From an optimization exercise on the open Yosys and OpenROAD flow, aimed at small area, a short achievable clock period and few clock cycles per item; shortcuts taken in it are not production practice.
At most, simulation tests tie the RTL to the original design; equivalence was not proved.
No functional check of the RTL was part of run 1.
Power and IR drop assume default switching activity.

==> flow/design.v, too long to show whole: its modules and the start of the top module <==
// module lms_seq: 19 lines
// module lms_mac: 916 lines
// module lms_cpa: 395 lines
// module lms_fa: 11 lines
// module weight_bank: 21 lines
// module lms_weight_update: 29 lines
module lms_weight_update
(
    input  logic                       clk,
    input  logic                       rstn,
    input  logic                       start,      
    input  logic [lms_pkg::ERR_W-1:0]  err,        
    input  logic [lms_pkg::REFS_W-1:0] refs,       
    output logic                       busy,       
    output logic                       done,       
    output logic [lms_pkg::BANK_W-1:0] weights     
);
  // ...
==> flow/flow/run.sh <==
#!/bin/bash
# Standard layout, with plain buffers on the ports instead of the delay
# buffers buffer_ports picks by default.
set -euo pipefail
export BUFFER_PORTS_ARGS="-buffer_cell sky130_fd_sc_hd__buf_2"
bash standard.sh finish > standard_flow.log 2>&1
==> flow/standard.sh <==
#!/bin/bash
# synth_recipe.tcl (not shown) runs the flow's synth.tcl, then flattens the netlist and writes it again
# the make line also repeats each setting of config.mk as NAME=value (left out here)
make -C /OpenROAD-flow-scripts/flow DESIGN_CONFIG=/design/flow/config.mk WORK_HOME=/design/flow/orfs CLKGATE_MAP_FILE= SYNTH_SCRIPT=/design/flow/synth_recipe.tcl "${@:-finish}"
==> flow/config.mk <==
export PLATFORM = sky130hd
export DESIGN_NAME = lms_weight_update
export DESIGN_NICKNAME = lms_weight_update
export VERILOG_FILES = /design/flow/design.v
export SDC_FILE = /design/flow/constraint.sdc
export NUM_CORES = 4
export LEC_CHECK = 0
export CAP_MARGIN = 20
export CORE_MARGIN = 2
export CORE_UTILIZATION = 40
export SLEW_MARGIN = 20
export SYNTH_HIERARCHICAL = 1
export SYNTH_MINIMUM_KEEP_SIZE = 0
==> flow/constraint.sdc <==
create_clock -name core_clock -period 9.0 [get_ports {clk}]
set_input_delay 1.8000 -clock core_clock [delete_from_list [all_inputs] [get_ports {clk}]]
set_output_delay 1.8000 -clock core_clock [all_outputs]
set_load 0.01 [all_outputs]
==> flow_metrics.tcl, run 1 <==
set metrics [dict create \
    status "timing/DRC/antenna clean" \
    ant_nets 0 \
    sh_seq_area 0.206 \
    met2_length_microns 167000 \
    synth.yosys.warnings 8 \
    synth.mux.area_fraction 0 \
    cts_root_buffer "clkbuf_16" \
    clkTransAtPathRegs_ns 0.06 \
    power.density_nw_per_um2 463 \
    routedWlPerCell_microns 24.6 \
    layout_commonest_cell "fa_1" \
    power.share.sequential 0.188 \
    cp_top_family "compound AO/OA/AOI/OAI gates" \
    maxPowerGroup "combinational cells" \
    p_clk_mw 6.15 \
    postLayoutCellArea_sq_um 131000 \
    synth_area_sq_um 118000 \
    cpPeakStageDelay_ns 0.69 \
    synth.most_common_cell "fa_1" \
    diodes 36 \
    leakage_nw 44.2 \
    area_delta_synth_final_pct 10.3 \
    power.total_mw 60.4 \
    ys_types 44 \
    slew_viol_final 0 \
    fin_worst_hold_slack_ns 0.705 \
    routed_wl_microns 350000 \
    seqCellArea_sq_um 26900 \
    final_cell_mix "fa_1, nand3_1, dfstp_2, buf_2, ha_1" \
    arrival_ns 4.84 \
    netlist.area_leader.share 0.465 \
    combPwrFrac 0.710 \
    r2r-end "u_bank.g_tap[12].u_mac.q1[8]" \
    grt-ovfl-total 0 \
    ir_worst_vdd_mv 0.432 \
    synth-edff-count 0 \
    multi_input_area_share 0.675 \
    powerSeq_mw 11.4 \
]
==> module lms_mac, before the edit <==
module lms_mac
(
    input  logic                          clk,
    input  logic                          rstn,
    input  logic [lms_pkg::ERR_W-1:0]     err,
    input  logic                          accept,      
    input  logic [lms_pkg::REF_W-1:0]     ref_i,
    output logic [lms_pkg::WEIGHT_W-1:0]  w            
);
    logic [lms_pkg::WEIGHT_W-1:0] q0, q1;       
    logic [lms_pkg::WEIGHT_W-1:0] d0, d1;       
    logic pp_0_0;
    logic pp_0_1;
    logic pp_0_2;
    logic pp_0_3;
    logic pp_0_4;
    logic pp_0_5;
    logic pp_0_6;
    logic pp_0_7;
    logic pp_0_8;
    logic pp_0_9;
    logic pp_0_10;
    logic pp_0_11;
    logic pp_0_12;
    logic pp_0_13;
    logic pp_1_0;
    logic pp_1_1;
    logic pp_1_2;
    logic pp_1_3;
    logic pp_1_4;
    logic pp_1_5;
    logic pp_1_6;
    logic pp_1_7;
    logic pp_1_8;
    logic pp_1_9;
    logic pp_1_10;
    logic pp_1_11;
    logic pp_1_12;
    logic pp_1_13;
    logic pp_2_0;
    logic pp_2_1;
    logic pp_2_2;
    logic pp_2_3;
    logic pp_2_4;
    logic pp_2_5;
    logic pp_2_6;
    logic pp_2_7;
    logic pp_2_8;
    logic pp_2_9;
    logic pp_2_10;
    logic pp_2_11;
    logic pp_2_12;
    logic pp_2_13;
    logic pp_3_0;
    logic pp_3_1;
    logic pp_3_2;
    logic pp_3_3;
    logic pp_3_4;
    logic pp_3_5;
    logic pp_3_6;
    logic pp_3_7;
    logic pp_3_8;
    logic pp_3_9;
    logic pp_3_10;
    logic pp_3_11;
    logic pp_3_12;
    logic pp_3_13;
    logic pp_4_0;
    logic pp_4_1;
    logic pp_4_2;
    logic pp_4_3;
    logic pp_4_4;
    logic pp_4_5;
    logic pp_4_6;
    logic pp_4_7;
    logic pp_4_8;
    logic pp_4_9;
    logic pp_4_10;
    logic pp_4_11;
    logic pp_4_12;
    logic pp_4_13;
    logic pp_5_0;
    logic pp_5_1;
    logic pp_5_2;
    logic pp_5_3;
    logic pp_5_4;
    logic pp_5_5;
    logic pp_5_6;
    logic pp_5_7;
    logic pp_5_8;
    logic pp_5_9;
    logic pp_5_10;
    logic pp_5_11;
    logic pp_5_12;
    logic pp_5_13;
    logic pp_6_0;
    logic pp_6_1;
    logic pp_6_2;
    logic pp_6_3;
    logic pp_6_4;
    logic pp_6_5;
    logic pp_6_6;
    logic pp_6_7;
    logic pp_6_8;
    logic pp_6_9;
    logic pp_6_10;
    logic pp_6_11;
    logic pp_6_12;
    logic pp_6_13;
    logic pp_7_0;
    logic pp_7_1;
    logic pp_7_2;
    logic pp_7_3;
    logic pp_7_4;
    logic pp_7_5;
    logic pp_7_6;
    logic pp_7_7;
    logic pp_7_8;
    logic pp_7_9;
    logic pp_7_10;
    logic pp_7_11;
    logic pp_7_12;
    logic pp_7_13;
    logic pp_8_0;
    logic pp_8_1;
    logic pp_8_2;
    logic pp_8_3;
    logic pp_8_4;
    logic pp_8_5;
    logic pp_8_6;
    logic pp_8_7;
    logic pp_8_8;
    logic pp_8_9;
    logic pp_8_10;
    logic pp_8_11;
    logic pp_8_12;
    logic pp_8_13;
    logic pp_9_0;
    logic pp_9_1;
    logic pp_9_2;
    logic pp_9_3;
    logic pp_9_4;
    logic pp_9_5;
    logic pp_9_6;
    logic pp_9_7;
    logic pp_9_8;
    logic pp_9_9;
    logic pp_9_10;
    logic pp_9_11;
    logic pp_9_12;
    logic pp_9_13;
    logic pp_10_0;
    logic pp_10_1;
    logic pp_10_2;
    logic pp_10_3;
    logic pp_10_4;
    logic pp_10_5;
    logic pp_10_6;
    logic pp_10_7;
    logic pp_10_8;
    logic pp_10_9;
    logic pp_10_10;
    logic pp_10_11;
    logic pp_10_12;
    logic pp_10_13;
    logic hs_0;
    logic hc_0;
    logic fs_0;
    logic fc_0;
    logic hs_1;
    logic hc_1;
    logic fs_1;
    logic fc_1;
    logic fs_2;
    logic fc_2;
    logic hs_2;
    logic hc_2;
    logic fs_3;
    logic fc_3;
    logic fs_4;
    logic fc_4;
    logic fs_5;
    logic fc_5;
    logic hs_3;
    logic hc_3;
    logic fs_6;
    logic fc_6;
    logic fs_7;
    logic fc_7;
    logic fs_8;
    logic fc_8;
    logic fs_9;
    logic fc_9;
    logic fs_10;
    logic fc_10;
    logic fs_11;
    logic fc_11;
    logic fs_12;
    logic fc_12;
    logic fs_13;
    logic fc_13;
    logic fs_14;
    logic fc_14;
    logic fs_15;
    logic fc_15;
    logic fs_16;
    logic fc_16;
    logic fs_17;
    logic fc_17;
    logic fs_18;
    logic fc_18;
    logic fs_19;
    logic fc_19;
    logic fs_20;
    logic fc_20;
    logic hs_4;
    logic hc_4;
    logic fs_21;
    logic fc_21;
    logic fs_22;
    logic fc_22;
    logic fs_23;
    logic fc_23;
    logic fs_24;
    logic fc_24;
    logic fs_25;
    logic fc_25;
    logic fs_26;
    logic fc_26;
    logic hs_5;
    logic hc_5;
    logic fs_27;
    logic fc_27;
    logic hs_6;
    logic hc_6;
    logic fs_28;
    logic fc_28;
    logic fs_29;
    logic fc_29;
    logic hs_7;
    logic hc_7;
    logic fs_30;
    logic fc_30;
    logic fs_31;
    logic fc_31;
    logic fs_32;
    logic fc_32;
    logic fs_33;
    logic fc_33;
    logic fs_34;
    logic fc_34;
    logic fs_35;
    logic fc_35;
    logic fs_36;
    logic fc_36;
    logic fs_37;
    logic fc_37;
    logic fs_38;
    logic fc_38;
    logic fs_39;
    logic fc_39;
    logic fs_40;
    logic fc_40;
    logic fs_41;
    logic fc_41;
    logic fs_42;
    logic fc_42;
    logic fs_43;
    logic fc_43;
    logic fs_44;
    logic fc_44;
    logic fs_45;
    logic fc_45;
    logic fs_46;
    logic fc_46;
    logic fs_47;
    logic fc_47;
    logic fs_48;
    logic fc_48;
    logic fs_49;
    logic fc_49;
    logic fs_50;
    logic fc_50;
    logic fs_51;
    logic fc_51;
    logic fs_52;
    logic fc_52;
    logic fs_53;
    logic fc_53;
    logic fs_54;
    logic fc_54;
    logic fs_55;
    logic fc_55;
    logic fs_56;
    logic fc_56;
    logic fs_57;
    logic fc_57;
    logic fs_58;
    logic fc_58;
    logic fs_59;
    logic fc_59;
    logic fs_60;
    logic fc_60;
    logic fs_61;
    logic fc_61;
    logic fs_62;
    logic fc_62;
    logic fs_63;
    logic fc_63;
    logic fs_64;
    logic fc_64;
    logic fs_65;
    logic fc_65;
    logic fs_66;
    logic fc_66;
    logic fs_67;
    logic fc_67;
    logic fs_68;
    logic fc_68;
    logic hs_8;
    logic hc_8;
    logic fs_69;
    logic fc_69;
    logic hs_9;
    logic hc_9;
    logic fs_70;
    logic fc_70;
    logic fs_71;
    logic fc_71;
    logic fs_72;
    logic fc_72;
    logic fs_73;
    logic fc_73;
    logic fs_74;
    logic fc_74;
    logic fs_75;
    logic fc_75;
    logic fs_76;
    logic fc_76;
    logic fs_77;
    logic fc_77;
    logic fs_78;
    logic fc_78;
    logic fs_79;
    logic fc_79;
    logic fs_80;
    logic fc_80;
    logic fs_81;
    logic fc_81;
    logic fs_82;
    logic fc_82;
    logic fs_83;
    logic fc_83;
    logic fs_84;
    logic fc_84;
    logic fs_85;
    logic fc_85;
    logic fs_86;
    logic fc_86;
    logic fs_87;
    logic fc_87;
    logic fs_88;
    logic fc_88;
    logic fs_89;
    logic fc_89;
    logic fs_90;
    logic fc_90;
    logic fs_91;
    logic fc_91;
    logic fs_92;
    logic fc_92;
    logic fs_93;
    logic fc_93;
    logic fs_94;
    logic fc_94;
    logic fs_95;
    logic fc_95;
    logic fs_96;
    logic fc_96;
    logic fs_97;
    logic fc_97;
    logic fs_98;
    logic fc_98;
    logic fs_99;
    logic fc_99;
    logic fs_100;
    logic fc_100;
    logic fs_101;
    logic fc_101;
    logic fs_102;
    logic fc_102;
    logic fs_103;
    logic fc_103;
    logic fs_104;
    logic fc_104;
    logic fs_105;
    logic fc_105;
    logic fs_106;
    logic fc_106;
    logic hs_10;
    logic hc_10;
    logic fs_107;
    logic fc_107;
    logic fs_108;
    logic fc_108;
    logic fs_109;
    logic fc_109;
    logic fs_110;
    logic fc_110;
    logic fs_111;
    logic fc_111;
    logic fs_112;
    logic fc_112;
    logic fs_113;
    logic fc_113;
    logic fs_114;
    logic fc_114;
    logic fs_115;
    logic fc_115;
    logic fs_116;
    logic fc_116;
    logic fs_117;
    logic fc_117;
    logic fs_118;
    logic fc_118;
    logic fs_119;
    logic fc_119;
    logic fs_120;
    logic fc_120;
    logic fs_121;
    logic fc_121;
    logic fs_122;
    logic fc_122;
    logic fs_123;
    logic fc_123;
    logic fs_124;
    logic fc_124;
    logic fs_125;
    logic fc_125;
    logic fs_126;
    logic fc_126;
    logic fs_127;
    logic fc_127;
    logic fs_128;
    logic fc_128;
    logic hs_11;
    logic hc_11;
    logic fs_129;
    logic fc_129;
    logic fs_130;
    logic fc_130;
    logic fs_131;
    logic fc_131;
    logic fs_132;
    logic fc_132;
    logic fs_133;
    logic fc_133;
    logic fs_134;
    logic fc_134;
    logic fs_135;
    logic fc_135;
    logic fs_136;
    logic fc_136;
    logic fs_137;
    logic fc_137;
    logic fs_138;
    logic fc_138;
    logic fs_139;
    logic fc_139;
    logic fs_140;
    logic fc_140;
    logic fs_141;
    logic fc_141;
    logic fs_142;
    logic fc_142;
    logic fs_143;
    logic fc_143;
    logic fs_144;
    logic fc_144;
    logic fs_145;
    logic fc_145;
    logic fs_146;
    logic fc_146;
    logic fs_147;
    logic fc_147;
    logic fs_148;
    logic fc_148;
    logic fs_149;
    logic fc_149;
    logic fs_150;
    logic fc_150;
    logic fs_151;
    logic fc_151;
    logic fs_152;
    logic fc_152;
    logic hs_12;
    logic hc_12;
    logic hs_13;
    logic hc_13;
    logic hs_14;
    logic hc_14;
    logic hs_15;
    logic hc_15;
    logic hs_16;
    logic hc_16;
    logic hs_17;
    logic hc_17;
    logic hs_18;
    logic hc_18;
    logic [lms_pkg::ERR_W-1:0] e;
    assign e = err & {lms_pkg::ERR_W{accept}};
    assign pp_0_0 = ~(e[0] & ref_i[0]);
    assign pp_0_1 = ~(e[0] & ref_i[1]);
    assign pp_0_2 = ~(e[0] & ref_i[2]);
    assign pp_0_3 = ~(e[0] & ref_i[3]);
    assign pp_0_4 = ~(e[0] & ref_i[4]);
    assign pp_0_5 = ~(e[0] & ref_i[5]);
    assign pp_0_6 = ~(e[0] & ref_i[6]);
    assign pp_0_7 = ~(e[0] & ref_i[7]);
    assign pp_0_8 = ~(e[0] & ref_i[8]);
    assign pp_0_9 = ~(e[0] & ref_i[9]);
    assign pp_0_10 = ~(e[0] & ref_i[10]);
    assign pp_0_11 = ~(e[0] & ref_i[11]);
    assign pp_0_12 = ~(e[0] & ref_i[12]);
    assign pp_0_13 = ~(e[0] & ref_i[13]);
    assign pp_1_0 = ~(e[1] & ref_i[0]);
    assign pp_1_1 = ~(e[1] & ref_i[1]);
    assign pp_1_2 = ~(e[1] & ref_i[2]);
    assign pp_1_3 = ~(e[1] & ref_i[3]);
    assign pp_1_4 = ~(e[1] & ref_i[4]);
    assign pp_1_5 = ~(e[1] & ref_i[5]);
    assign pp_1_6 = ~(e[1] & ref_i[6]);
    assign pp_1_7 = ~(e[1] & ref_i[7]);
    assign pp_1_8 = ~(e[1] & ref_i[8]);
    assign pp_1_9 = ~(e[1] & ref_i[9]);
    assign pp_1_10 = ~(e[1] & ref_i[10]);
    assign pp_1_11 = ~(e[1] & ref_i[11]);
    assign pp_1_12 = ~(e[1] & ref_i[12]);
    assign pp_1_13 = ~(e[1] & ref_i[13]);
    assign pp_2_0 = ~(e[2] & ref_i[0]);
    assign pp_2_1 = ~(e[2] & ref_i[1]);
    assign pp_2_2 = ~(e[2] & ref_i[2]);
    assign pp_2_3 = ~(e[2] & ref_i[3]);
    assign pp_2_4 = ~(e[2] & ref_i[4]);
    assign pp_2_5 = ~(e[2] & ref_i[5]);
    assign pp_2_6 = ~(e[2] & ref_i[6]);
    assign pp_2_7 = ~(e[2] & ref_i[7]);
    assign pp_2_8 = ~(e[2] & ref_i[8]);
    assign pp_2_9 = ~(e[2] & ref_i[9]);
    assign pp_2_10 = ~(e[2] & ref_i[10]);
    assign pp_2_11 = ~(e[2] & ref_i[11]);
    assign pp_2_12 = ~(e[2] & ref_i[12]);
    assign pp_2_13 = ~(e[2] & ref_i[13]);
    assign pp_3_0 = ~(e[3] & ref_i[0]);
    assign pp_3_1 = ~(e[3] & ref_i[1]);
    assign pp_3_2 = ~(e[3] & ref_i[2]);
    assign pp_3_3 = ~(e[3] & ref_i[3]);
    assign pp_3_4 = ~(e[3] & ref_i[4]);
    assign pp_3_5 = ~(e[3] & ref_i[5]);
    assign pp_3_6 = ~(e[3] & ref_i[6]);
    assign pp_3_7 = ~(e[3] & ref_i[7]);
    assign pp_3_8 = ~(e[3] & ref_i[8]);
    assign pp_3_9 = ~(e[3] & ref_i[9]);
    assign pp_3_10 = ~(e[3] & ref_i[10]);
    assign pp_3_11 = ~(e[3] & ref_i[11]);
    assign pp_3_12 = ~(e[3] & ref_i[12]);
    assign pp_3_13 = ~(e[3] & ref_i[13]);
    assign pp_4_0 = ~(e[4] & ref_i[0]);
    assign pp_4_1 = ~(e[4] & ref_i[1]);
    assign pp_4_2 = ~(e[4] & ref_i[2]);
    assign pp_4_3 = ~(e[4] & ref_i[3]);
    assign pp_4_4 = ~(e[4] & ref_i[4]);
    assign pp_4_5 = ~(e[4] & ref_i[5]);
    assign pp_4_6 = ~(e[4] & ref_i[6]);
    assign pp_4_7 = ~(e[4] & ref_i[7]);
    assign pp_4_8 = ~(e[4] & ref_i[8]);
    assign pp_4_9 = ~(e[4] & ref_i[9]);
    assign pp_4_10 = ~(e[4] & ref_i[10]);
    assign pp_4_11 = ~(e[4] & ref_i[11]);
    assign pp_4_12 = ~(e[4] & ref_i[12]);
    assign pp_4_13 = ~(e[4] & ref_i[13]);
    assign pp_5_0 = ~(e[5] & ref_i[0]);
    assign pp_5_1 = ~(e[5] & ref_i[1]);
    assign pp_5_2 = ~(e[5] & ref_i[2]);
    assign pp_5_3 = ~(e[5] & ref_i[3]);
    assign pp_5_4 = ~(e[5] & ref_i[4]);
    assign pp_5_5 = ~(e[5] & ref_i[5]);
    assign pp_5_6 = ~(e[5] & ref_i[6]);
    assign pp_5_7 = ~(e[5] & ref_i[7]);
    assign pp_5_8 = ~(e[5] & ref_i[8]);
    assign pp_5_9 = ~(e[5] & ref_i[9]);
    assign pp_5_10 = ~(e[5] & ref_i[10]);
    assign pp_5_11 = ~(e[5] & ref_i[11]);
    assign pp_5_12 = ~(e[5] & ref_i[12]);
    assign pp_5_13 = ~(e[5] & ref_i[13]);
    assign pp_6_0 = ~(e[6] & ref_i[0]);
    assign pp_6_1 = ~(e[6] & ref_i[1]);
    assign pp_6_2 = ~(e[6] & ref_i[2]);
    assign pp_6_3 = ~(e[6] & ref_i[3]);
    assign pp_6_4 = ~(e[6] & ref_i[4]);
    assign pp_6_5 = ~(e[6] & ref_i[5]);
    assign pp_6_6 = ~(e[6] & ref_i[6]);
    assign pp_6_7 = ~(e[6] & ref_i[7]);
    assign pp_6_8 = ~(e[6] & ref_i[8]);
    assign pp_6_9 = ~(e[6] & ref_i[9]);
    assign pp_6_10 = ~(e[6] & ref_i[10]);
    assign pp_6_11 = ~(e[6] & ref_i[11]);
    assign pp_6_12 = ~(e[6] & ref_i[12]);
    assign pp_6_13 = ~(e[6] & ref_i[13]);
    assign pp_7_0 = ~(e[7] & ref_i[0]);
    assign pp_7_1 = ~(e[7] & ref_i[1]);
    assign pp_7_2 = ~(e[7] & ref_i[2]);
    assign pp_7_3 = ~(e[7] & ref_i[3]);
    assign pp_7_4 = ~(e[7] & ref_i[4]);
    assign pp_7_5 = ~(e[7] & ref_i[5]);
    assign pp_7_6 = ~(e[7] & ref_i[6]);
    assign pp_7_7 = ~(e[7] & ref_i[7]);
    assign pp_7_8 = ~(e[7] & ref_i[8]);
    assign pp_7_9 = ~(e[7] & ref_i[9]);
    assign pp_7_10 = ~(e[7] & ref_i[10]);
    assign pp_7_11 = ~(e[7] & ref_i[11]);
    assign pp_7_12 = ~(e[7] & ref_i[12]);
    assign pp_7_13 = ~(e[7] & ref_i[13]);
    assign pp_8_0 = ~(e[8] & ref_i[0]);
    assign pp_8_1 = ~(e[8] & ref_i[1]);
    assign pp_8_2 = ~(e[8] & ref_i[2]);
    assign pp_8_3 = ~(e[8] & ref_i[3]);
    assign pp_8_4 = ~(e[8] & ref_i[4]);
    assign pp_8_5 = ~(e[8] & ref_i[5]);
    assign pp_8_6 = ~(e[8] & ref_i[6]);
    assign pp_8_7 = ~(e[8] & ref_i[7]);
    assign pp_8_8 = ~(e[8] & ref_i[8]);
    assign pp_8_9 = ~(e[8] & ref_i[9]);
    assign pp_8_10 = ~(e[8] & ref_i[10]);
    assign pp_8_11 = ~(e[8] & ref_i[11]);
    assign pp_8_12 = ~(e[8] & ref_i[12]);
    assign pp_8_13 = ~(e[8] & ref_i[13]);
    assign pp_9_0 = ~(e[9] & ref_i[0]);
    assign pp_9_1 = ~(e[9] & ref_i[1]);
    assign pp_9_2 = ~(e[9] & ref_i[2]);
    assign pp_9_3 = ~(e[9] & ref_i[3]);
    assign pp_9_4 = ~(e[9] & ref_i[4]);
    assign pp_9_5 = ~(e[9] & ref_i[5]);
    assign pp_9_6 = ~(e[9] & ref_i[6]);
    assign pp_9_7 = ~(e[9] & ref_i[7]);
    assign pp_9_8 = ~(e[9] & ref_i[8]);
    assign pp_9_9 = ~(e[9] & ref_i[9]);
    assign pp_9_10 = ~(e[9] & ref_i[10]);
    assign pp_9_11 = ~(e[9] & ref_i[11]);
    assign pp_9_12 = ~(e[9] & ref_i[12]);
    assign pp_9_13 = ~(e[9] & ref_i[13]);
    assign pp_10_0 = ~(e[10] & ref_i[0]);
    assign pp_10_1 = ~(e[10] & ref_i[1]);
    assign pp_10_2 = ~(e[10] & ref_i[2]);
    assign pp_10_3 = ~(e[10] & ref_i[3]);
    assign pp_10_4 = ~(e[10] & ref_i[4]);
    assign pp_10_5 = ~(e[10] & ref_i[5]);
    assign pp_10_6 = ~(e[10] & ref_i[6]);
    assign pp_10_7 = ~(e[10] & ref_i[7]);
    assign pp_10_8 = ~(e[10] & ref_i[8]);
    assign pp_10_9 = ~(e[10] & ref_i[9]);
    assign pp_10_10 = ~(e[10] & ref_i[10]);
    assign pp_10_11 = ~(e[10] & ref_i[11]);
    assign pp_10_12 = ~(e[10] & ref_i[12]);
    assign pp_10_13 = ~(e[10] & ref_i[13]);
    lms_fa u_ha_0 (.a(q0[7]), .b(q1[7]), .c(1'b1), .s(hs_0), .co(hc_0));
    lms_fa u_fa_0 (.a(q0[8]), .b(q1[8]), .c(pp_0_8), .s(fs_0), .co(fc_0));
    lms_fa u_ha_1 (.a(pp_1_7), .b(pp_2_6), .c(1'b1), .s(hs_1), .co(hc_1));
    lms_fa u_fa_1 (.a(q0[9]), .b(q1[9]), .c(pp_0_9), .s(fs_1), .co(fc_1));
    lms_fa u_fa_2 (.a(pp_1_8), .b(pp_2_7), .c(pp_3_6), .s(fs_2), .co(fc_2));
    lms_fa u_ha_2 (.a(pp_4_5), .b(pp_5_4), .c(1'b1), .s(hs_2), .co(hc_2));
    lms_fa u_fa_3 (.a(q0[10]), .b(q1[10]), .c(pp_0_10), .s(fs_3), .co(fc_3));
    lms_fa u_fa_4 (.a(pp_1_9), .b(pp_2_8), .c(pp_3_7), .s(fs_4), .co(fc_4));
    lms_fa u_fa_5 (.a(pp_4_6), .b(pp_5_5), .c(pp_6_4), .s(fs_5), .co(fc_5));
    lms_fa u_ha_3 (.a(pp_7_3), .b(pp_8_2), .c(1'b1), .s(hs_3), .co(hc_3));
    lms_fa u_fa_6 (.a(q0[11]), .b(q1[11]), .c(pp_0_11), .s(fs_6), .co(fc_6));
    lms_fa u_fa_7 (.a(pp_1_10), .b(pp_2_9), .c(pp_3_8), .s(fs_7), .co(fc_7));
    lms_fa u_fa_8 (.a(pp_4_7), .b(pp_5_6), .c(pp_6_5), .s(fs_8), .co(fc_8));
    lms_fa u_fa_9 (.a(pp_7_4), .b(pp_8_3), .c(pp_9_2), .s(fs_9), .co(fc_9));
    lms_fa u_fa_10 (.a(q0[12]), .b(q1[12]), .c(pp_0_12), .s(fs_10), .co(fc_10));
    lms_fa u_fa_11 (.a(pp_1_11), .b(pp_2_10), .c(pp_3_9), .s(fs_11), .co(fc_11));
    lms_fa u_fa_12 (.a(pp_4_8), .b(pp_5_7), .c(pp_6_6), .s(fs_12), .co(fc_12));
    lms_fa u_fa_13 (.a(pp_7_5), .b(pp_8_4), .c(pp_9_3), .s(fs_13), .co(fc_13));
    lms_fa u_fa_14 (.a(q0[13]), .b(q1[13]), .c(pp_0_13), .s(fs_14), .co(fc_14));
    lms_fa u_fa_15 (.a(pp_1_12), .b(pp_2_11), .c(pp_3_10), .s(fs_15), .co(fc_15));
    lms_fa u_fa_16 (.a(pp_4_9), .b(pp_5_8), .c(pp_6_7), .s(fs_16), .co(fc_16));
    lms_fa u_fa_17 (.a(pp_7_6), .b(pp_8_5), .c(pp_9_4), .s(fs_17), .co(fc_17));
    lms_fa u_fa_18 (.a(q0[14]), .b(q1[14]), .c(pp_1_13), .s(fs_18), .co(fc_18));
    lms_fa u_fa_19 (.a(pp_2_12), .b(pp_3_11), .c(pp_4_10), .s(fs_19), .co(fc_19));
    lms_fa u_fa_20 (.a(pp_5_9), .b(pp_6_8), .c(pp_7_7), .s(fs_20), .co(fc_20));
    lms_fa u_ha_4 (.a(pp_8_6), .b(pp_9_5), .c(1'b1), .s(hs_4), .co(hc_4));
    lms_fa u_fa_21 (.a(q0[15]), .b(q1[15]), .c(pp_2_13), .s(fs_21), .co(fc_21));
    lms_fa u_fa_22 (.a(pp_3_12), .b(pp_4_11), .c(pp_5_10), .s(fs_22), .co(fc_22));
    lms_fa u_fa_23 (.a(pp_6_9), .b(pp_7_8), .c(pp_8_7), .s(fs_23), .co(fc_23));
    lms_fa u_fa_24 (.a(q0[16]), .b(q1[16]), .c(pp_3_13), .s(fs_24), .co(fc_24));
    lms_fa u_fa_25 (.a(pp_4_12), .b(pp_5_11), .c(pp_6_10), .s(fs_25), .co(fc_25));
    lms_fa u_fa_26 (.a(q0[17]), .b(q1[17]), .c(pp_4_13), .s(fs_26), .co(fc_26));
    lms_fa u_ha_5 (.a(q0[4]), .b(q1[4]), .c(1'b1), .s(hs_5), .co(hc_5));
    lms_fa u_fa_27 (.a(q0[5]), .b(q1[5]), .c(pp_0_5), .s(fs_27), .co(fc_27));
    lms_fa u_ha_6 (.a(pp_1_4), .b(pp_2_3), .c(1'b1), .s(hs_6), .co(hc_6));
    lms_fa u_fa_28 (.a(q0[6]), .b(q1[6]), .c(pp_0_6), .s(fs_28), .co(fc_28));
    lms_fa u_fa_29 (.a(pp_1_5), .b(pp_2_4), .c(pp_3_3), .s(fs_29), .co(fc_29));
    lms_fa u_ha_7 (.a(pp_4_2), .b(pp_5_1), .c(1'b1), .s(hs_7), .co(hc_7));
    lms_fa u_fa_30 (.a(hs_0), .b(pp_0_7), .c(pp_1_6), .s(fs_30), .co(fc_30));
    lms_fa u_fa_31 (.a(pp_2_5), .b(pp_3_4), .c(pp_4_3), .s(fs_31), .co(fc_31));
    lms_fa u_fa_32 (.a(pp_5_2), .b(pp_6_1), .c(pp_7_0), .s(fs_32), .co(fc_32));
    lms_fa u_fa_33 (.a(hc_0), .b(pp_3_5), .c(pp_4_4), .s(fs_33), .co(fc_33));
    lms_fa u_fa_34 (.a(pp_5_3), .b(pp_6_2), .c(pp_7_1), .s(fs_34), .co(fc_34));
    lms_fa u_fa_35 (.a(pp_8_0), .b(fs_0), .c(hs_1), .s(fs_35), .co(fc_35));
    lms_fa u_fa_36 (.a(pp_6_3), .b(pp_7_2), .c(pp_8_1), .s(fs_36), .co(fc_36));
    lms_fa u_fa_37 (.a(pp_9_0), .b(fc_0), .c(hc_1), .s(fs_37), .co(fc_37));
    lms_fa u_fa_38 (.a(fs_1), .b(fs_2), .c(hs_2), .s(fs_38), .co(fc_38));
    lms_fa u_fa_39 (.a(pp_9_1), .b(pp_10_0), .c(fc_1), .s(fs_39), .co(fc_39));
    lms_fa u_fa_40 (.a(fc_2), .b(hc_2), .c(fs_3), .s(fs_40), .co(fc_40));
    lms_fa u_fa_41 (.a(fs_4), .b(fs_5), .c(hs_3), .s(fs_41), .co(fc_41));
    lms_fa u_fa_42 (.a(pp_10_1), .b(fc_3), .c(fc_4), .s(fs_42), .co(fc_42));
    lms_fa u_fa_43 (.a(fc_5), .b(hc_3), .c(fs_6), .s(fs_43), .co(fc_43));
    lms_fa u_fa_44 (.a(fs_7), .b(fs_8), .c(fs_9), .s(fs_44), .co(fc_44));
    lms_fa u_fa_45 (.a(pp_10_2), .b(fc_6), .c(fc_7), .s(fs_45), .co(fc_45));
    lms_fa u_fa_46 (.a(fc_8), .b(fc_9), .c(fs_10), .s(fs_46), .co(fc_46));
    lms_fa u_fa_47 (.a(fs_11), .b(fs_12), .c(fs_13), .s(fs_47), .co(fc_47));
    lms_fa u_fa_48 (.a(pp_10_3), .b(fc_10), .c(fc_11), .s(fs_48), .co(fc_48));
    lms_fa u_fa_49 (.a(fc_12), .b(fc_13), .c(fs_14), .s(fs_49), .co(fc_49));
    lms_fa u_fa_50 (.a(fs_15), .b(fs_16), .c(fs_17), .s(fs_50), .co(fc_50));
    lms_fa u_fa_51 (.a(pp_10_4), .b(fc_14), .c(fc_15), .s(fs_51), .co(fc_51));
    lms_fa u_fa_52 (.a(fc_16), .b(fc_17), .c(fs_18), .s(fs_52), .co(fc_52));
    lms_fa u_fa_53 (.a(fs_19), .b(fs_20), .c(hs_4), .s(fs_53), .co(fc_53));
    lms_fa u_fa_54 (.a(pp_9_6), .b(pp_10_5), .c(fc_18), .s(fs_54), .co(fc_54));
    lms_fa u_fa_55 (.a(fc_19), .b(fc_20), .c(hc_4), .s(fs_55), .co(fc_55));
    lms_fa u_fa_56 (.a(fs_21), .b(fs_22), .c(fs_23), .s(fs_56), .co(fc_56));
    lms_fa u_fa_57 (.a(pp_7_9), .b(pp_8_8), .c(pp_9_7), .s(fs_57), .co(fc_57));
    lms_fa u_fa_58 (.a(pp_10_6), .b(fc_21), .c(fc_22), .s(fs_58), .co(fc_58));
    lms_fa u_fa_59 (.a(fc_23), .b(fs_24), .c(fs_25), .s(fs_59), .co(fc_59));
    lms_fa u_fa_60 (.a(pp_5_12), .b(pp_6_11), .c(pp_7_10), .s(fs_60), .co(fc_60));
    lms_fa u_fa_61 (.a(pp_8_9), .b(pp_9_8), .c(pp_10_7), .s(fs_61), .co(fc_61));
    lms_fa u_fa_62 (.a(fc_24), .b(fc_25), .c(fs_26), .s(fs_62), .co(fc_62));
    lms_fa u_fa_63 (.a(q0[18]), .b(q1[18]), .c(pp_5_13), .s(fs_63), .co(fc_63));
    lms_fa u_fa_64 (.a(pp_6_12), .b(pp_7_11), .c(pp_8_10), .s(fs_64), .co(fc_64));
    lms_fa u_fa_65 (.a(pp_9_9), .b(pp_10_8), .c(fc_26), .s(fs_65), .co(fc_65));
    lms_fa u_fa_66 (.a(q0[19]), .b(q1[19]), .c(pp_6_13), .s(fs_66), .co(fc_66));
    lms_fa u_fa_67 (.a(pp_7_12), .b(pp_8_11), .c(pp_9_10), .s(fs_67), .co(fc_67));
    lms_fa u_fa_68 (.a(q0[20]), .b(q1[20]), .c(pp_7_13), .s(fs_68), .co(fc_68));
    lms_fa u_ha_8 (.a(q0[2]), .b(q1[2]), .c(1'b1), .s(hs_8), .co(hc_8));
    lms_fa u_fa_69 (.a(q0[3]), .b(q1[3]), .c(pp_0_3), .s(fs_69), .co(fc_69));
    lms_fa u_ha_9 (.a(pp_1_2), .b(pp_2_1), .c(1'b1), .s(hs_9), .co(hc_9));
    lms_fa u_fa_70 (.a(hs_5), .b(pp_0_4), .c(pp_1_3), .s(fs_70), .co(fc_70));
    lms_fa u_fa_71 (.a(pp_2_2), .b(pp_3_1), .c(pp_4_0), .s(fs_71), .co(fc_71));
    lms_fa u_fa_72 (.a(hc_5), .b(pp_3_2), .c(pp_4_1), .s(fs_72), .co(fc_72));
    lms_fa u_fa_73 (.a(pp_5_0), .b(fs_27), .c(hs_6), .s(fs_73), .co(fc_73));
    lms_fa u_fa_74 (.a(pp_6_0), .b(fc_27), .c(hc_6), .s(fs_74), .co(fc_74));
    lms_fa u_fa_75 (.a(fs_28), .b(fs_29), .c(hs_7), .s(fs_75), .co(fc_75));
    lms_fa u_fa_76 (.a(fc_28), .b(fc_29), .c(hc_7), .s(fs_76), .co(fc_76));
    lms_fa u_fa_77 (.a(fs_30), .b(fs_31), .c(fs_32), .s(fs_77), .co(fc_77));
    lms_fa u_fa_78 (.a(fc_30), .b(fc_31), .c(fc_32), .s(fs_78), .co(fc_78));
    lms_fa u_fa_79 (.a(fs_33), .b(fs_34), .c(fs_35), .s(fs_79), .co(fc_79));
    lms_fa u_fa_80 (.a(fc_33), .b(fc_34), .c(fs_36), .s(fs_80), .co(fc_80));
    lms_fa u_fa_81 (.a(fc_35), .b(fs_37), .c(fs_38), .s(fs_81), .co(fc_81));
    lms_fa u_fa_82 (.a(fc_36), .b(fc_37), .c(fc_38), .s(fs_82), .co(fc_82));
    lms_fa u_fa_83 (.a(fs_39), .b(fs_40), .c(fs_41), .s(fs_83), .co(fc_83));
    lms_fa u_fa_84 (.a(fc_39), .b(fc_40), .c(fc_41), .s(fs_84), .co(fc_84));
    lms_fa u_fa_85 (.a(fs_42), .b(fs_43), .c(fs_44), .s(fs_85), .co(fc_85));
    lms_fa u_fa_86 (.a(fc_42), .b(fc_43), .c(fc_44), .s(fs_86), .co(fc_86));
    lms_fa u_fa_87 (.a(fs_45), .b(fs_46), .c(fs_47), .s(fs_87), .co(fc_87));
    lms_fa u_fa_88 (.a(fc_45), .b(fc_46), .c(fc_47), .s(fs_88), .co(fc_88));
    lms_fa u_fa_89 (.a(fs_48), .b(fs_49), .c(fs_50), .s(fs_89), .co(fc_89));
    lms_fa u_fa_90 (.a(fc_48), .b(fc_49), .c(fc_50), .s(fs_90), .co(fc_90));
    lms_fa u_fa_91 (.a(fs_51), .b(fs_52), .c(fs_53), .s(fs_91), .co(fc_91));
    lms_fa u_fa_92 (.a(fc_51), .b(fc_52), .c(fc_53), .s(fs_92), .co(fc_92));
    lms_fa u_fa_93 (.a(fs_54), .b(fs_55), .c(fs_56), .s(fs_93), .co(fc_93));
    lms_fa u_fa_94 (.a(fs_57), .b(fc_54), .c(fc_55), .s(fs_94), .co(fc_94));
    lms_fa u_fa_95 (.a(fc_56), .b(fs_58), .c(fs_59), .s(fs_95), .co(fc_95));
    lms_fa u_fa_96 (.a(fc_57), .b(fs_60), .c(fs_61), .s(fs_96), .co(fc_96));
    lms_fa u_fa_97 (.a(fc_58), .b(fc_59), .c(fs_62), .s(fs_97), .co(fc_97));
    lms_fa u_fa_98 (.a(fc_60), .b(fc_61), .c(fs_63), .s(fs_98), .co(fc_98));
    lms_fa u_fa_99 (.a(fs_64), .b(fc_62), .c(fs_65), .s(fs_99), .co(fc_99));
    lms_fa u_fa_100 (.a(pp_10_9), .b(fc_63), .c(fc_64), .s(fs_100), .co(fc_100));
    lms_fa u_fa_101 (.a(fs_66), .b(fs_67), .c(fc_65), .s(fs_101), .co(fc_101));
    lms_fa u_fa_102 (.a(pp_8_12), .b(pp_9_11), .c(pp_10_10), .s(fs_102), .co(fc_102));
    lms_fa u_fa_103 (.a(fc_66), .b(fc_67), .c(fs_68), .s(fs_103), .co(fc_103));
    lms_fa u_fa_104 (.a(q0[21]), .b(q1[21]), .c(pp_8_13), .s(fs_104), .co(fc_104));
    lms_fa u_fa_105 (.a(pp_9_12), .b(pp_10_11), .c(fc_68), .s(fs_105), .co(fc_105));
    lms_fa u_fa_106 (.a(q0[22]), .b(q1[22]), .c(pp_9_13), .s(fs_106), .co(fc_106));
    lms_fa u_ha_10 (.a(q0[1]), .b(q1[1]), .c(1'b1), .s(hs_10), .co(hc_10));
    lms_fa u_fa_107 (.a(hs_8), .b(pp_0_2), .c(pp_1_1), .s(fs_107), .co(fc_107));
    lms_fa u_fa_108 (.a(hc_8), .b(pp_3_0), .c(fs_69), .s(fs_108), .co(fc_108));
    lms_fa u_fa_109 (.a(fc_69), .b(hc_9), .c(fs_70), .s(fs_109), .co(fc_109));
    lms_fa u_fa_110 (.a(fc_70), .b(fc_71), .c(fs_72), .s(fs_110), .co(fc_110));
    lms_fa u_fa_111 (.a(fc_72), .b(fc_73), .c(fs_74), .s(fs_111), .co(fc_111));
    lms_fa u_fa_112 (.a(fc_74), .b(fc_75), .c(fs_76), .s(fs_112), .co(fc_112));
    lms_fa u_fa_113 (.a(fc_76), .b(fc_77), .c(fs_78), .s(fs_113), .co(fc_113));
    lms_fa u_fa_114 (.a(fc_78), .b(fs_80), .c(fc_79), .s(fs_114), .co(fc_114));
    lms_fa u_fa_115 (.a(fc_80), .b(fc_81), .c(fs_82), .s(fs_115), .co(fc_115));
    lms_fa u_fa_116 (.a(fc_82), .b(fc_83), .c(fs_84), .s(fs_116), .co(fc_116));
    lms_fa u_fa_117 (.a(fc_84), .b(fc_85), .c(fs_86), .s(fs_117), .co(fc_117));
    lms_fa u_fa_118 (.a(fc_86), .b(fc_87), .c(fs_88), .s(fs_118), .co(fc_118));
    lms_fa u_fa_119 (.a(fc_88), .b(fc_89), .c(fs_90), .s(fs_119), .co(fc_119));
    lms_fa u_fa_120 (.a(fc_90), .b(fc_91), .c(fs_92), .s(fs_120), .co(fc_120));
    lms_fa u_fa_121 (.a(fc_92), .b(fs_94), .c(fc_93), .s(fs_121), .co(fc_121));
    lms_fa u_fa_122 (.a(fs_96), .b(fc_94), .c(fc_95), .s(fs_122), .co(fc_122));
    lms_fa u_fa_123 (.a(fc_96), .b(fs_98), .c(fc_97), .s(fs_123), .co(fc_123));
    lms_fa u_fa_124 (.a(fc_98), .b(fs_100), .c(fc_99), .s(fs_124), .co(fc_124));
    lms_fa u_fa_125 (.a(fs_102), .b(fc_100), .c(fs_103), .s(fs_125), .co(fc_125));
    lms_fa u_fa_126 (.a(fc_102), .b(fs_104), .c(fc_103), .s(fs_126), .co(fc_126));
    lms_fa u_fa_127 (.a(pp_10_12), .b(fc_104), .c(fs_106), .s(fs_127), .co(fc_127));
    lms_fa u_fa_128 (.a(q0[23]), .b(q1[23]), .c(pp_10_13), .s(fs_128), .co(fc_128));
    lms_fa u_ha_11 (.a(q0[0]), .b(q1[0]), .c(1'b1), .s(hs_11), .co(hc_11));
    lms_fa u_fa_129 (.a(hs_10), .b(pp_0_1), .c(pp_1_0), .s(fs_129), .co(fc_129));
    lms_fa u_fa_130 (.a(hc_10), .b(pp_2_0), .c(fs_107), .s(fs_130), .co(fc_130));
    lms_fa u_fa_131 (.a(fc_107), .b(hs_9), .c(fs_108), .s(fs_131), .co(fc_131));
    lms_fa u_fa_132 (.a(fs_71), .b(fc_108), .c(fs_109), .s(fs_132), .co(fc_132));
    lms_fa u_fa_133 (.a(fc_109), .b(fs_110), .c(fs_73), .s(fs_133), .co(fc_133));
    lms_fa u_fa_134 (.a(fc_110), .b(fs_75), .c(fs_111), .s(fs_134), .co(fc_134));
    lms_fa u_fa_135 (.a(fs_77), .b(fc_111), .c(fs_112), .s(fs_135), .co(fc_135));
    lms_fa u_fa_136 (.a(fc_112), .b(fs_113), .c(fs_79), .s(fs_136), .co(fc_136));
    lms_fa u_fa_137 (.a(fc_113), .b(fs_81), .c(fs_114), .s(fs_137), .co(fc_137));
    lms_fa u_fa_138 (.a(fs_83), .b(fc_114), .c(fs_115), .s(fs_138), .co(fc_138));
    lms_fa u_fa_139 (.a(fs_85), .b(fc_115), .c(fs_116), .s(fs_139), .co(fc_139));
    lms_fa u_fa_140 (.a(fs_87), .b(fc_116), .c(fs_117), .s(fs_140), .co(fc_140));
    lms_fa u_fa_141 (.a(fs_89), .b(fc_117), .c(fs_118), .s(fs_141), .co(fc_141));
    lms_fa u_fa_142 (.a(fs_91), .b(fc_118), .c(fs_119), .s(fs_142), .co(fc_142));
    lms_fa u_fa_143 (.a(fs_93), .b(fc_119), .c(fs_120), .s(fs_143), .co(fc_143));
    lms_fa u_fa_144 (.a(fs_95), .b(fc_120), .c(fs_121), .s(fs_144), .co(fc_144));
    lms_fa u_fa_145 (.a(fs_97), .b(fc_121), .c(fs_122), .s(fs_145), .co(fc_145));
    lms_fa u_fa_146 (.a(fs_99), .b(fc_122), .c(fs_123), .s(fs_146), .co(fc_146));
    lms_fa u_fa_147 (.a(fs_101), .b(fc_123), .c(fs_124), .s(fs_147), .co(fc_147));
    lms_fa u_fa_148 (.a(fc_101), .b(fs_125), .c(fc_124), .s(fs_148), .co(fc_148));
    lms_fa u_fa_149 (.a(fs_105), .b(fc_125), .c(fs_126), .s(fs_149), .co(fc_149));
    lms_fa u_fa_150 (.a(fc_105), .b(fs_127), .c(fc_126), .s(fs_150), .co(fc_150));
    lms_fa u_fa_151 (.a(fc_106), .b(fs_128), .c(fc_127), .s(fs_151), .co(fc_151));
    lms_fa u_fa_152 (.a(q0[24]), .b(q1[24]), .c(fc_128), .s(fs_152), .co(fc_152));
    lms_fa u_ha_12 (.a(q0[25]), .b(q1[25]), .c(1'b1), .s(hs_12), .co(hc_12));
    lms_fa u_ha_13 (.a(q0[26]), .b(q1[26]), .c(1'b1), .s(hs_13), .co(hc_13));
    lms_fa u_ha_14 (.a(q0[27]), .b(q1[27]), .c(1'b1), .s(hs_14), .co(hc_14));
    lms_fa u_ha_15 (.a(q0[28]), .b(q1[28]), .c(1'b1), .s(hs_15), .co(hc_15));
    lms_fa u_ha_16 (.a(q0[29]), .b(q1[29]), .c(1'b1), .s(hs_16), .co(hc_16));
    lms_fa u_ha_17 (.a(q0[30]), .b(q1[30]), .c(1'b1), .s(hs_17), .co(hc_17));
    lms_fa u_ha_18 (.a(q0[31]), .b(q1[31]), .c(1'b1), .s(hs_18), .co(hc_18));
    assign d0[0] = hs_11;
    assign d1[0] = pp_0_0;
    assign d0[1] = hc_11;
    assign d1[1] = fs_129;
    assign d0[2] = fc_129;
    assign d1[2] = fs_130;
    assign d0[3] = fc_130;
    assign d1[3] = fs_131;
    assign d0[4] = fc_131;
    assign d1[4] = fs_132;
    assign d0[5] = fc_132;
    assign d1[5] = fs_133;
    assign d0[6] = fc_133;
    assign d1[6] = fs_134;
    assign d0[7] = fc_134;
    assign d1[7] = fs_135;
    assign d0[8] = fc_135;
    assign d1[8] = fs_136;
    assign d0[9] = fc_136;
    assign d1[9] = fs_137;
    assign d0[10] = fc_137;
    assign d1[10] = fs_138;
    assign d0[11] = fc_138;
    assign d1[11] = fs_139;
    assign d0[12] = fc_139;
    assign d1[12] = fs_140;
    assign d0[13] = fc_140;
    assign d1[13] = fs_141;
    assign d0[14] = fc_141;
    assign d1[14] = fs_142;
    assign d0[15] = fc_142;
    assign d1[15] = fs_143;
    assign d0[16] = fc_143;
    assign d1[16] = fs_144;
    assign d0[17] = fc_144;
    assign d1[17] = fs_145;
    assign d0[18] = fc_145;
    assign d1[18] = fs_146;
    assign d0[19] = fc_146;
    assign d1[19] = fs_147;
    assign d0[20] = fc_147;
    assign d1[20] = fs_148;
    assign d0[21] = fs_149;
    assign d1[21] = fc_148;
    assign d0[22] = fc_149;
    assign d1[22] = fs_150;
    assign d0[23] = fs_151;
    assign d1[23] = fc_150;
    assign d0[24] = fs_152;
    assign d1[24] = fc_151;
    assign d0[25] = hs_12;
    assign d1[25] = fc_152;
    assign d0[26] = hc_12;
    assign d1[26] = hs_13;
    assign d0[27] = hc_13;
    assign d1[27] = hs_14;
    assign d0[28] = hc_14;
    assign d1[28] = hs_15;
    assign d0[29] = hc_15;
    assign d1[29] = hs_16;
    assign d0[30] = hc_16;
    assign d1[30] = hs_17;
    assign d0[31] = hc_17;
    assign d1[31] = hs_18;
    always_ff @(posedge clk or negedge rstn)
    begin
        if (!rstn)
        begin
            q0 <= '1;
            q1 <= '1;
        end
        else
        begin
            q0 <= d0;
            q1 <= d1;
        end
    end
    lms_cpa u_cpa (.a(q0), .b(q1), .w(w));
endmodule
==> module weight_bank, before the edit <==
module weight_bank
(
    input  logic                          clk,
    input  logic                          rstn,
    input  logic [lms_pkg::ERR_W-1:0]     err,
    input  logic                          accept,
    input  logic [lms_pkg::REFS_W-1:0]    refs,
    output logic [lms_pkg::BANK_W-1:0]    weights      
);
    for (genvar i = 0; i < lms_pkg::NUM_TAPS; i++)
    begin : g_tap
        lms_mac u_mac (
            .clk    (clk),
            .rstn   (rstn),
            .err    (err),
            .accept (accept),
            .ref_i  (refs[i * lms_pkg::REF_W +: lms_pkg::REF_W]),
            .w      (weights[i * lms_pkg::WEIGHT_W +: lms_pkg::WEIGHT_W])
        );
    end
endmodule
==> module lms_weight_update, before the edit <==
module lms_weight_update
(
    input  logic                       clk,
    input  logic                       rstn,
    input  logic                       start,      
    input  logic [lms_pkg::ERR_W-1:0]  err,        
    input  logic [lms_pkg::REFS_W-1:0] refs,       
    output logic                       busy,       
    output logic                       done,       
    output logic [lms_pkg::BANK_W-1:0] weights     
);
    logic accept;
    lms_seq u_seq (
        .clk    (clk),
        .rstn   (rstn),
        .start  (start),
        .accept (accept),
        .busy   (busy),
        .done   (done)
    );
    weight_bank u_bank (
        .clk     (clk),
        .rstn    (rstn),
        .err     (err),
        .accept  (accept),
        .refs    (refs),
        .weights (weights)
    );
endmodule
==> run 2, diff against run 1 <==
--- a/flow/design.v
+++ b/flow/design.v
@@ -42,8 +42,7 @@
 (
     input  logic                          clk,
     input  logic                          rstn,
-    input  logic [lms_pkg::ERR_W-1:0]     err,
-    input  logic                          accept,      
+    input  logic [lms_pkg::ERR_W-1:0]     e,           
     input  logic [lms_pkg::REF_W-1:0]     ref_i,
     output logic [lms_pkg::WEIGHT_W-1:0]  w            
 );
@@ -547,8 +546,6 @@
     logic hc_17;
     logic hs_18;
     logic hc_18;
-    logic [lms_pkg::ERR_W-1:0] e;
-    assign e = err & {lms_pkg::ERR_W{accept}};
     assign pp_0_0 = ~(e[0] & ref_i[0]);
     assign pp_0_1 = ~(e[0] & ref_i[1]);
     assign pp_0_2 = ~(e[0] & ref_i[2]);
@@ -1367,20 +1364,18 @@
 (
     input  logic                          clk,
     input  logic                          rstn,
-    input  logic [lms_pkg::ERR_W-1:0]     err,
-    input  logic                          accept,
+    input  logic [lms_pkg::ERR_W-1:0]     e,           
     input  logic [lms_pkg::REFS_W-1:0]    refs,
     output logic [lms_pkg::BANK_W-1:0]    weights      
 );
     for (genvar i = 0; i < lms_pkg::NUM_TAPS; i++)
     begin : g_tap
         lms_mac u_mac (
-            .clk    (clk),
-            .rstn   (rstn),
-            .err    (err),
-            .accept (accept),
-            .ref_i  (refs[i * lms_pkg::REF_W +: lms_pkg::REF_W]),
-            .w      (weights[i * lms_pkg::WEIGHT_W +: lms_pkg::WEIGHT_W])
+            .clk   (clk),
+            .rstn  (rstn),
+            .e     (e),
+            .ref_i (refs[i * lms_pkg::REF_W +: lms_pkg::REF_W]),
+            .w     (weights[i * lms_pkg::WEIGHT_W +: lms_pkg::WEIGHT_W])
         );
     end
 endmodule
@@ -1398,7 +1393,8 @@
     output logic                       done,       
     output logic [lms_pkg::BANK_W-1:0] weights     
 );
-    logic accept;
+    logic                          accept;
+    logic [lms_pkg::ERR_W-1:0]     e_g;             
     lms_seq u_seq (
         .clk    (clk),
         .rstn   (rstn),
@@ -1407,11 +1403,11 @@
         .busy   (busy),
         .done   (done)
     );
+    assign e_g = err & {lms_pkg::ERR_W{accept}};
     weight_bank u_bank (
         .clk     (clk),
         .rstn    (rstn),
-        .err     (err),
-        .accept  (accept),
+        .e       (e_g),
         .refs    (refs),
         .weights (weights)
     );
==> flow/run.sh (new file) <==
#!/bin/bash
# synth_recipe.tcl (not shown) runs the flow's synth.tcl, then flattens the netlist and writes it again
# the make line also repeats each setting of config.mk as NAME=value (left out here)
make -C /OpenROAD-flow-scripts/flow DESIGN_CONFIG=/design/flow/config.mk WORK_HOME=/design/flow/orfs CLKGATE_MAP_FILE= SYNTH_SCRIPT=/design/flow/synth_recipe.tcl finish
removed: flow/flow/run.sh
removed: flow/standard.sh
==> run 2 against run 1 <==
Net effect:
- routed wire length shrank 5.7%
- cell count shrank 1.1%
- count of clock-buffer cells in the layout shrank 12
- first-iteration DRC count shrank 30%
- hold slack gained 0.0023 ns
- non-clock buffer count grew 16
- maximum frequency shrank 5.3%
- synthesized area shrank 3.1%
- flip-flop and latch count is the same
- synthesized cell count shrank 2.7%
==> flow_metrics.tcl, run 2 <==
set metrics [dict create \
    synth.area.top_cells "fa_1, dfstp_2, nand2_1" \
    place_area_sq_um 126000 \
    leakage_nw 44.3 \
    gr-usage-all-layers 0.233 \
    grt_pass1_vias 87766 \
    max_slew_margin 0.330 \
    postLayoutCellArea_sq_um 131000 \
    clock_latency_ns 0.86 \
    crit-reg2reg-launch "u_bank.g_tap[3].u_mac.q1[7]" \
    power.density_nw_per_um2 494 \
    routed_wl_microns 330000 \
    ios 752 \
    min_period_ns 7.02 \
    synth-edff-count 0 \
    hold_buffers 0 \
    worst-setup-path-type "reg2out" \
    first_pass_iters 6 \
    startpoint_type "flip-flop" \
    place_ws_ns 2.38 \
    fin_worst_hold_slack_ns 0.708 \
    cts_root_buffer "clkbuf_16" \
    cpPeakStageDelay_ns 0.71 \
    drt_iter0_drc 4809 \
    tightest_slew_ns 1.00 \
    ant_nets 0 \
    antenna_found_initial 45 \
    worst_slack_ns 1.98 \
    final_util 0.459 \
    syn_area_per_cell_sq_um 12.3 \
    clkTransAtPathRegs_ns 0.06 \
    final_cell_mix "fa_1, nand2_1, dfstp_2, clkdlybuf4s50_1, ha_1" \
    hpwlAfterDp_microns 250000 \
    crit_path_start "u_bank.g_tap[9].u_mac.q0[2]" \
    status "timing/DRC/antenna clean" \
    arrival_ns 5.22 \
    fp.coreArea_sq_um 285000 \
    placed_cells 13769 \
    grt_max_degree 137 \
    io_buffers 750 \
    layout_commonest_cell "fa_1" \
    power.total_mw 64.6 \
    hp-class "reg2reg" \
    drv_cap 0 \
    area_delta_synth_final_pct 14.0 \
    viasPerCell 5.32 \
    num-fill-cells 25679 \
    ys_seq_area_frac 0.235 \
    clockBufferDepth 4 \
    synthFlopType "dfstp_2" \
    synth.yosys.warnings 8 \
    netlist.area_leader.share 0.480 \
    hold_viol_final 0 \
    start_util 0.402 \
    async_flop_share 1.00 \
    finalCritPeriodShare 0.780 \
    drc 0 \
    cts_buffers 144 \
    drive_above_1_share 0.148 \
    crit_chain "ha_1 -> or3_2 -> o221a_2 -> a22o_2 -> a2111o_1 -> a22o_2 -> a31oi_4 -> o21bai_1 -> xnor2_1 -> clkdlybuf4s50_1" \
    reg2reg_slack_ns 5.80 \
    dieArea_sq_um 291000 \
    slew_viol_final 0 \
    rows 196 \
    postCtsSetupBuffers 0 \
    grt-ovfl-total 0 \
    die_width_microns 540 \
    fp.dieH_microns 540 \
    grt_pass1_wl_microns 523000 \
    nets 13655 \
    synth.top_cells.by_count "fa_1, nand2_1, dfstp_2" \
    synth_area_sq_um 115000 \
    tritoncts "built" \
    fin_setup_tns_ns 0 \
    ir_worst_vdd_mv 0.549 \
    ys_types 43 \
    cts-resized-gates 0 \
    crit_top_cell "a22o_2" \
    reg_top3 "u_bank.g_tap.u_mac.q0: 512 flops, u_bank.g_tap.u_mac.q1: 512 flops, u_seq.done: 1 flops" \
    htreeDepth 4 \
    routedWlPerCell_microns 23.5 \
    finalSetupViolCount 0 \
    cpMaxStageDelayCell "clkdlybuf4s50_1" \
    cp_max_fo 6 \
    synth_seq_cells 1025 \
    rsz0062_at_grt "no" \
    synth.most_common_cell "fa_1" \
    hold_start "u_bank.g_tap[10].u_mac.q1[26]" \
    routed-via-count 74789 \
    seqCellArea_sq_um 26900 \
    worst_setup_path_end_kind "output port" \
    timing.fmax_mhz 143 \
    place_congestion 0.887 \
    required_ns 7.20 \
    synth_top_cell_by_area "fa_1" \
    multi_input_area_sq_um 85200 \
    synthCells 9296 \
    cts_sinks 1025 \
    stdcell_count 14045 \
    finClkSkew_ns 0.0471 \
]
-- run 2: changes by cell type after synthesis --
cell      delta
nand2_1   +2464
nand3_1   -2464
clkbuf_1   -288
buf_6       +65
buf_2       -32
and2_1      +11
buf_4       -16
-- run 2: power breakdown --
part,internal [mW],total (mW),switching [mW]
sequential,9.18,11.4,2.17
combinational,22.4,47.2,24.8
clock,3.65,6.01,2.36
-- run 2: critical path: cells and delay by family (launching register included) --
kind / cells / cell delay, ns
fa+ha+maj: 1 / 0.26
flops: 1 / 0.55
xor+xnor: 1 / 0.70
compound gates: 6 / 1.67
buf+inv: 1 / 0.71
simple gates: 1 / 0.48
-- run 2: cell type report --
class                           instances  area share
Antenna cell                           30    0.000574
Clock buffer                          198      0.0320
Clock inverter                         48     0.00522
Inverter                              128     0.00367
Multi-Input combinational cell       8012       0.651
Sequential cell                      1025       0.206
Tap cell                             3762      0.0360
Timing Repair Buffer                  842      0.0655
-- run 2: kinds of logic after synthesis --
group                    synth area share
AO/OA/AOI/OAI                      0.0447
XOR/XNOR                           0.0342
adder cells (fa/ha/maj)             0.536
buffers and inverters              0.0325
flip-flops                          0.235
other                            0.000556
AND/OR/NAND/NOR                     0.117
-- run 2: worst paths after layout --
| check | to | cells past startpoint |
|---|---|---|
| min in group asynchronous | u_bank.g_tap[5].u_mac.q1[29] | 1 |
| max in group asynchronous | u_bank.g_tap[14].u_mac.q1[12] | 3 |
| max reg2reg | u_bank.g_tap[3].u_mac.q1[8] | 5 |
| min | u_bank.g_tap[10].u_mac.q0[27] | 1 |
| min reg2reg | u_bank.g_tap[10].u_mac.q0[27] | 1 |
| max | weights[316] | 10 |
-- run 2: metal layers --
metal	wire length, microns	up-vias	GRT usage
met3	24400	686	0.0512
met1	129000	40254	0.297
met5	173	-	0
li1	-	30965	-
met2	160000	2858	0.380
met4	15900	26	0.108
-- run 2: modules after synthesis (local to each module, per instance), a selection --
module	flops+latches	cells
lms_cpa	0	164
lms_fa	0	1
lms_mac	64	244
lms_seq	1	4
lms_weight_update	0	12
Testbench counts of run 2, summed over its fixed seeds: cycles 960, sweeps 960.

==> afterwards: timing with drivers on the ports <==
No port has a modelled driver above. Below, the same layouts with a new extraction and two added sets of constraints. Step 1: set_driving_cell puts a clkbuf_16 on clk and a buf_2 on each other input, an assumption about the parent block. Step 2 moves the port delays by t, midway between the first and last clock arrival at a register: inputs arrive t later, outputs are due t later. That takes back most of the time a late clock gives input paths. Three values: ideal, step 1, step 2; two values: the first two.
run | t, ns | slack for setup (ns) | worst setup path after step 2 | worst slew at a driven data input, ns
run 1 | 0.914 | 2.356 / 2.260 / 2.955 | input to register | 0.23
run 2 | 0.920 | 1.983 / 1.889 / 2.285 | input to register | 0.24
After both steps every run listed still meets setup and hold.
